Background: an optimization exercise with open tools, aiming at small area. Do not read the settings as production practice.
The RTL was checked by simulation tests, not by an equivalence proof against the original design.
Power and IR drop assume default switching activity.

## run A
==> flow/design.v <==
package regfile_pkg;
  typedef enum logic [1:0] {
    RF_IDLE,
    RF_CLEAR,
    RF_DONE
  } rf_state_t;
  localparam int unsigned RF_DATA_W = 32;
  localparam int unsigned RF_ADDR_W = 5;
  function automatic int unsigned rf_depth(input int unsigned addrW);
    rf_depth = 32'd1 << addrW;
  endfunction
endpackage
module regfile_aoi222 (
  input  logic [2:0] sel,
  input  logic [2:0] d,
  output logic       y_n
);
  assign y_n = ~|(sel & d);
endmodule
module regfile_and3 (
  input  logic a,
  input  logic b,
  input  logic c,
  output logic y
);
  assign y = a & b & c;
endmodule
module regfile_and2 (
  input  logic a,
  input  logic b,
  output logic y
);
  assign y = a & b;
endmodule
import regfile_pkg::*;
module regfile_mp
#(
  parameter int unsigned DATA_W   = RF_DATA_W,
  parameter int unsigned ADDR_W   = RF_ADDR_W,
  parameter int unsigned NUM_RD   = 2,
  parameter int unsigned ZERO_REG = 1
) (
  input  logic                     clk,
  input  logic                     rst,
  input  logic [NUM_RD*ADDR_W-1:0] rd_addr,
  output logic [NUM_RD*DATA_W-1:0] rd_data,
  input  logic                     we,
  input  logic [ADDR_W-1:0]        wr_addr,
  input  logic [DATA_W-1:0]        wr_data,
  input  logic                     clr_req,
  output logic                     busy,
  output logic                     clr_done,
  input  logic [ADDR_W-1:0]        dbg_addr,
  output logic [DATA_W-1:0]        dbg_data
);
  localparam int unsigned DEPTH  = regfile_pkg::rf_depth(ADDR_W);
  localparam int unsigned NPORT  = NUM_RD + 1;       
  localparam int unsigned NGRP   = (DEPTH - 1) / 3;  
  localparam int unsigned NTERM  = NGRP + 1;         
  localparam int unsigned NSPLIT = 2;                
  localparam int unsigned SPLIT_W = DATA_W / NSPLIT;
  localparam int unsigned LO_W   = 2;                
  localparam int unsigned HI_W   = ADDR_W - LO_W;
  regfile_pkg::rf_state_t state;
  logic [ADDR_W-1:0]      clrPtr;
  always_ff @(posedge clk) begin
    if (rst) begin
      state  <= RF_IDLE;
      clrPtr <= '0;
    end else begin
      unique case (state)
        RF_IDLE: begin
          if (clr_req) state <= RF_CLEAR;
          clrPtr <= '0;
        end
        RF_CLEAR: begin
          if (clrPtr == '1) state <= RF_DONE;
          clrPtr <= clrPtr + 1'b1;
        end
        RF_DONE: begin
          state  <= clr_req ? RF_CLEAR : RF_IDLE;
          clrPtr <= '0;
        end
        default: begin
          state  <= RF_IDLE;
          clrPtr <= '0;
        end
      endcase
    end
  end
  logic busyInt;
  assign busyInt  = (state == RF_CLEAR);
  assign busy     = busyInt;
  assign clr_done = (state == RF_DONE);
  localparam int unsigned NADDR = NPORT + 1;
  localparam int unsigned WPORT = NPORT;
  logic [ADDR_W-1:0]       portAddr [NADDR];
  logic [(1<<LO_W)-1:0]    preLo    [NADDR];
  logic [(1<<HI_W)-1:0]    preHi    [NADDR];
  for (genvar k = 0; k < NUM_RD; k++) begin : gRdAddr
    assign portAddr[k] = rd_addr[k*ADDR_W +: ADDR_W];
  end
  assign portAddr[NUM_RD] = dbg_addr;
  assign portAddr[WPORT]  = wr_addr;
  for (genvar k = 0; k < NADDR; k++) begin : gPre
    for (genvar j = 0; j < (1 << LO_W); j++) begin : gLo
      assign preLo[k][j] = (portAddr[k][LO_W-1:0] == LO_W'(j));
    end
    for (genvar j = 0; j < (1 << HI_W); j++) begin : gHi
      if (k == WPORT) begin : gWr
        assign preHi[k][j] = (portAddr[k][ADDR_W-1:LO_W] == HI_W'(j)) && we && !busyInt;
      end else begin : gRd
        assign preHi[k][j] = (portAddr[k][ADDR_W-1:LO_W] == HI_W'(j));
      end
    end
  end
  logic [DEPTH-1:1]  valid;
  logic [DATA_W-1:0] data [DEPTH-1:1];
  logic [DEPTH-1:1]  sel [NPORT][NSPLIT];
  for (genvar i = 1; i < DEPTH; i++) begin : gEntry
    logic [NSPLIT-1:0] wrHit;
    for (genvar h = 0; h < NSPLIT; h++) begin : gWrDrv
      regfile_and2 uWrDrv (
        .a (preHi[WPORT][i >> LO_W]),
        .b (preLo[WPORT][i % (1 << LO_W)]),
        .y (wrHit[h])
      );
    end
    always_ff @(posedge clk) begin
      if (rst) begin
        valid[i] <= 1'b0;
      end else if (busyInt && (clrPtr == ADDR_W'(i))) begin
        valid[i] <= 1'b0;
      end else if (wrHit[0]) begin
        valid[i] <= 1'b1;
      end
    end
    for (genvar h = 0; h < NSPLIT; h++) begin : gWrPart
      always_ff @(posedge clk) begin
        if (wrHit[h]) begin
          data[i][h*SPLIT_W +: SPLIT_W] <= wr_data[h*SPLIT_W +: SPLIT_W];
        end
      end
    end
    for (genvar k = 0; k < NPORT; k++) begin : gSel
      for (genvar h = 0; h < NSPLIT; h++) begin : gDrv
        regfile_and3 uSelDrv (
          .a (valid[i]),
          .b (preHi[k][i >> LO_W]),
          .c (preLo[k][i % (1 << LO_W)]),
          .y (sel[k][h][i])
        );
      end
    end
  end
  logic [DATA_W-1:0] portData [NPORT];
  for (genvar k = 0; k < NPORT; k++) begin : gPort
    for (genvar b = 0; b < DATA_W; b++) begin : gBit
      localparam int unsigned H = b / SPLIT_W;
      logic [NTERM-1:0] termN;
      for (genvar g = 0; g < NGRP; g++) begin : gGrp
        regfile_aoi222 uAoi (
          .sel ({sel[k][H][3*g+3], sel[k][H][3*g+2], sel[k][H][3*g+1]}),
          .d   ({data[3*g+3][b], data[3*g+2][b], data[3*g+1][b]}),
          .y_n (termN[g])
        );
      end
      assign termN[NGRP] = ~(sel[k][H][DEPTH-1] & data[DEPTH-1][b]);
      assign portData[k][b] = ~&termN;
    end
  end
  for (genvar k = 0; k < NUM_RD; k++) begin : gRdOut
    assign rd_data[k*DATA_W +: DATA_W] = portData[k];
  end
  assign dbg_data = portData[NUM_RD];
endmodule
clock: 6.5 ns
lec_check: 0
cap_margin: 10
core_margin: 2
core_utilization: 35
place_density: 0.5
slew_margin: 10
synth_hierarchical: 1
synth_minimum_keep_size: 0
standard.sh (not shown) runs the stock make flow with config.mk's settings and CLKGATE_MAP_FILE= SYNTH_SCRIPT=/design/flow/synth_recipe.tcl, a recipe that flattens the netlist after the stock synthesis.
==> flow/flow/run.sh <==
#!/bin/bash
# Layout flow: the standard ORFS flow, with three changes:
#  - ports are buffered with buf_2 instead of ORFS's default pick, and the
#    output-port buffers are then set to buf_1 (flow/ports.tcl);
#  - the clock tree uses clkbuf_8 and no dummy loads.
set -euo pipefail
bash standard.sh \
  BUFFER_PORTS_ARGS="-buffer_cell sky130_fd_sc_hd__buf_2" \
  PRE_RESIZE_TCL="$PWD/flow/ports.tcl" \
  CTS_ARGS="-sink_clustering_enable -repair_clock_nets -dont_use_dummy_load -buf_list {sky130_fd_sc_hd__clkbuf_8} -sink_clustering_size 16 -sink_clustering_max_diameter 60" \
  finish > standard_flow.log 2>&1
==> flow/flow/ports.tcl <==
# The output ports only drive the fixed output load: after port buffering,
# use buf_1 instead of buf_2 for the buffer in front of each output port.
set n_swapped 0
foreach port [get_ports -filter "direction == output"] {
  foreach pin [get_pins -of_objects [get_nets [get_full_name $port]] -filter "direction == output"] {
    set inst [get_cells -of_objects $pin]
    if {[get_property $inst ref_name] eq "sky130_fd_sc_hd__buf_2"} {
      replace_cell $inst sky130_fd_sc_hd__buf_1
      incr n_swapped
    }
  }
}
puts "ports.tcl: $n_swapped output buffers set to buf_1"
Edits applied to the flow inputs when going from run A to run B:
--- a/flow/flow/run.sh
+++ b/flow/flow/run.sh
@@ -5 +5,2 @@
-#  - the clock tree uses clkbuf_8 and no dummy loads.
+#  - the clock tree uses clkbuf_8 at the leaves, clkbuf_16 above them,
+#    and no dummy loads.
@@ -10 +11 @@
-  CTS_ARGS="-sink_clustering_enable -repair_clock_nets -dont_use_dummy_load -buf_list {sky130_fd_sc_hd__clkbuf_8} -sink_clustering_size 16 -sink_clustering_max_diameter 60" \
+  CTS_ARGS="-sink_clustering_enable -repair_clock_nets -dont_use_dummy_load -buf_list {sky130_fd_sc_hd__clkbuf_8} -sink_clustering_size 14 -sink_clustering_max_diameter 60 -root_buf sky130_fd_sc_hd__clkbuf_16 -tree_buf sky130_fd_sc_hd__clkbuf_16" \
--- a/flow/config.mk
+++ b/flow/config.mk
@@ -11 +11 @@
-export PLACE_DENSITY = 0.5
+export PLACE_DENSITY = 0.65
Notes after the runs:
Run A: flow completed, timing, DRC and antenna clean. Run B finished end to end and its layout was clean on timing, DRC and antenna. Re number of antenna violations at the first check in global routing: run B is 8 down on run A. Of run B and run A, the lower share of power burned in the clock network belongs to run B. Run B vs run A: clock buffer count down by more than 10%. Run A → run B: power of the clock network -about 5%; overall power consumption -230 µW. Higher worst-margin pin slew among run B and run A: run B. Run B against run A: part of the cycle the worst path needs shows a reduction of 5.0 points, critical path depth saw little to no change, worst setup slack went up. Between run B and run A, it is run B whose hold slack is lower, by 4.5 ps.
## Diff of input files: run C against run B
--- a/flow/flow/run.sh
+++ b/flow/flow/run.sh
@@ -11 +11 @@
-  CTS_ARGS="-sink_clustering_enable -repair_clock_nets -dont_use_dummy_load -buf_list {sky130_fd_sc_hd__clkbuf_8} -sink_clustering_size 14 -sink_clustering_max_diameter 60 -root_buf sky130_fd_sc_hd__clkbuf_16 -tree_buf sky130_fd_sc_hd__clkbuf_16" \
+  CTS_ARGS="-sink_clustering_enable -repair_clock_nets -dont_use_dummy_load -buf_list {sky130_fd_sc_hd__clkbuf_8} -sink_clustering_size 16 -sink_clustering_max_diameter 60 -root_buf sky130_fd_sc_hd__clkbuf_16 -tree_buf sky130_fd_sc_hd__clkbuf_16" \
Results
- Delta(net switching power figure, run C - run B) < 0
- From run B to run C, number of different library cells in the post-synthesis netlist did not move at all.
- Sequential group share of total power ended up 0.9 points higher on run C than on run B.
- Sort run B and run C by routed wire length desc -> top: run B
- Clock group share of total power, run B and run C: smaller value in run C
--- input diff run C..run D ---
--- a/flow/flow/run.sh
+++ b/flow/flow/run.sh
@@ -11 +11 @@
-  CTS_ARGS="-sink_clustering_enable -repair_clock_nets -dont_use_dummy_load -buf_list {sky130_fd_sc_hd__clkbuf_8} -sink_clustering_size 16 -sink_clustering_max_diameter 60 -root_buf sky130_fd_sc_hd__clkbuf_16 -tree_buf sky130_fd_sc_hd__clkbuf_16" \
+  CTS_ARGS="-sink_clustering_enable -repair_clock_nets -dont_use_dummy_load -buf_list {sky130_fd_sc_hd__clkbuf_8} -sink_clustering_size 18 -sink_clustering_max_diameter 60 -root_buf sky130_fd_sc_hd__clkbuf_16 -tree_buf sky130_fd_sc_hd__clkbuf_16" \
--- a/flow/config.mk
+++ b/flow/config.mk
@@ -11 +11 @@
-export PLACE_DENSITY = 0.65
+export PLACE_DENSITY = 0.5
## What came out
- Delta (run D minus run C): share of cell area taken by flip-flops and latches went down, fraction of final layout cells sized beyond drive strength 1 went up.
- Diff run C -> run D: power share of the clock group picked up an extra 2.7 points, wire length of the first global-routing pass picked up an extra about 18%, number of fill cells lost about 0.45%, slew at the pin closest to its max-slew limit picked up an extra 7.0 ps.
- On run D: routed wire length on met2 is 28% higher than what run C gave.
- Run C → run D: number of clock-tree buffers in the layout rose 26; I/O pin count closely matched the old numbers; routed length on met3 lost 2.2 mm.
- Between run D and run C, final area is lower for run C, run D comes in above that.

==> what the ideal ports hide <==
The results above use ideal ports. As a check the final layouts listed here were re-extracted and re-timed, cells and wires unchanged. Step 1 (the two cells are an assumption about what drives the block):
set clk [get_ports {clk}]
set_driving_cell -lib_cell sky130_fd_sc_hd__clkbuf_16 $clk
set_driving_cell -lib_cell sky130_fd_sc_hd__buf_2 [delete_from_list [all_inputs] $clk]
Step 2 moves the port delays by t, midway between the first and last clock arrival at a register: inputs arrive t later, outputs are due t later. That takes back most of the time a late clock gives input paths. Slacks: ideal ports / drivers / drivers and shift; pairs: ideal ports / drivers.
run | t, ns | setup WS [ns] | worst setup path at the end | latest minus earliest clock arrival (ns)
run A | 0.931 | 0.362 / 0.251 / 0.251 | input to output | 0.146 / 0.145
run B | 0.726 | 0.688 / 0.611 / 0.611 | input to output | 0.061 / 0.061
run C | 0.736 | 0.651 / 0.622 / 0.622 | input to output | 0.056 / 0.055
run D | 0.746 | 0.478 / 0.362 / 0.362 | input to output | 0.124 / 0.124
After both steps every run listed still meets setup and hold. For run D, which loses most, drivers alone change the setup slack by -0.116 ns; drivers and shift together by -0.116 ns.
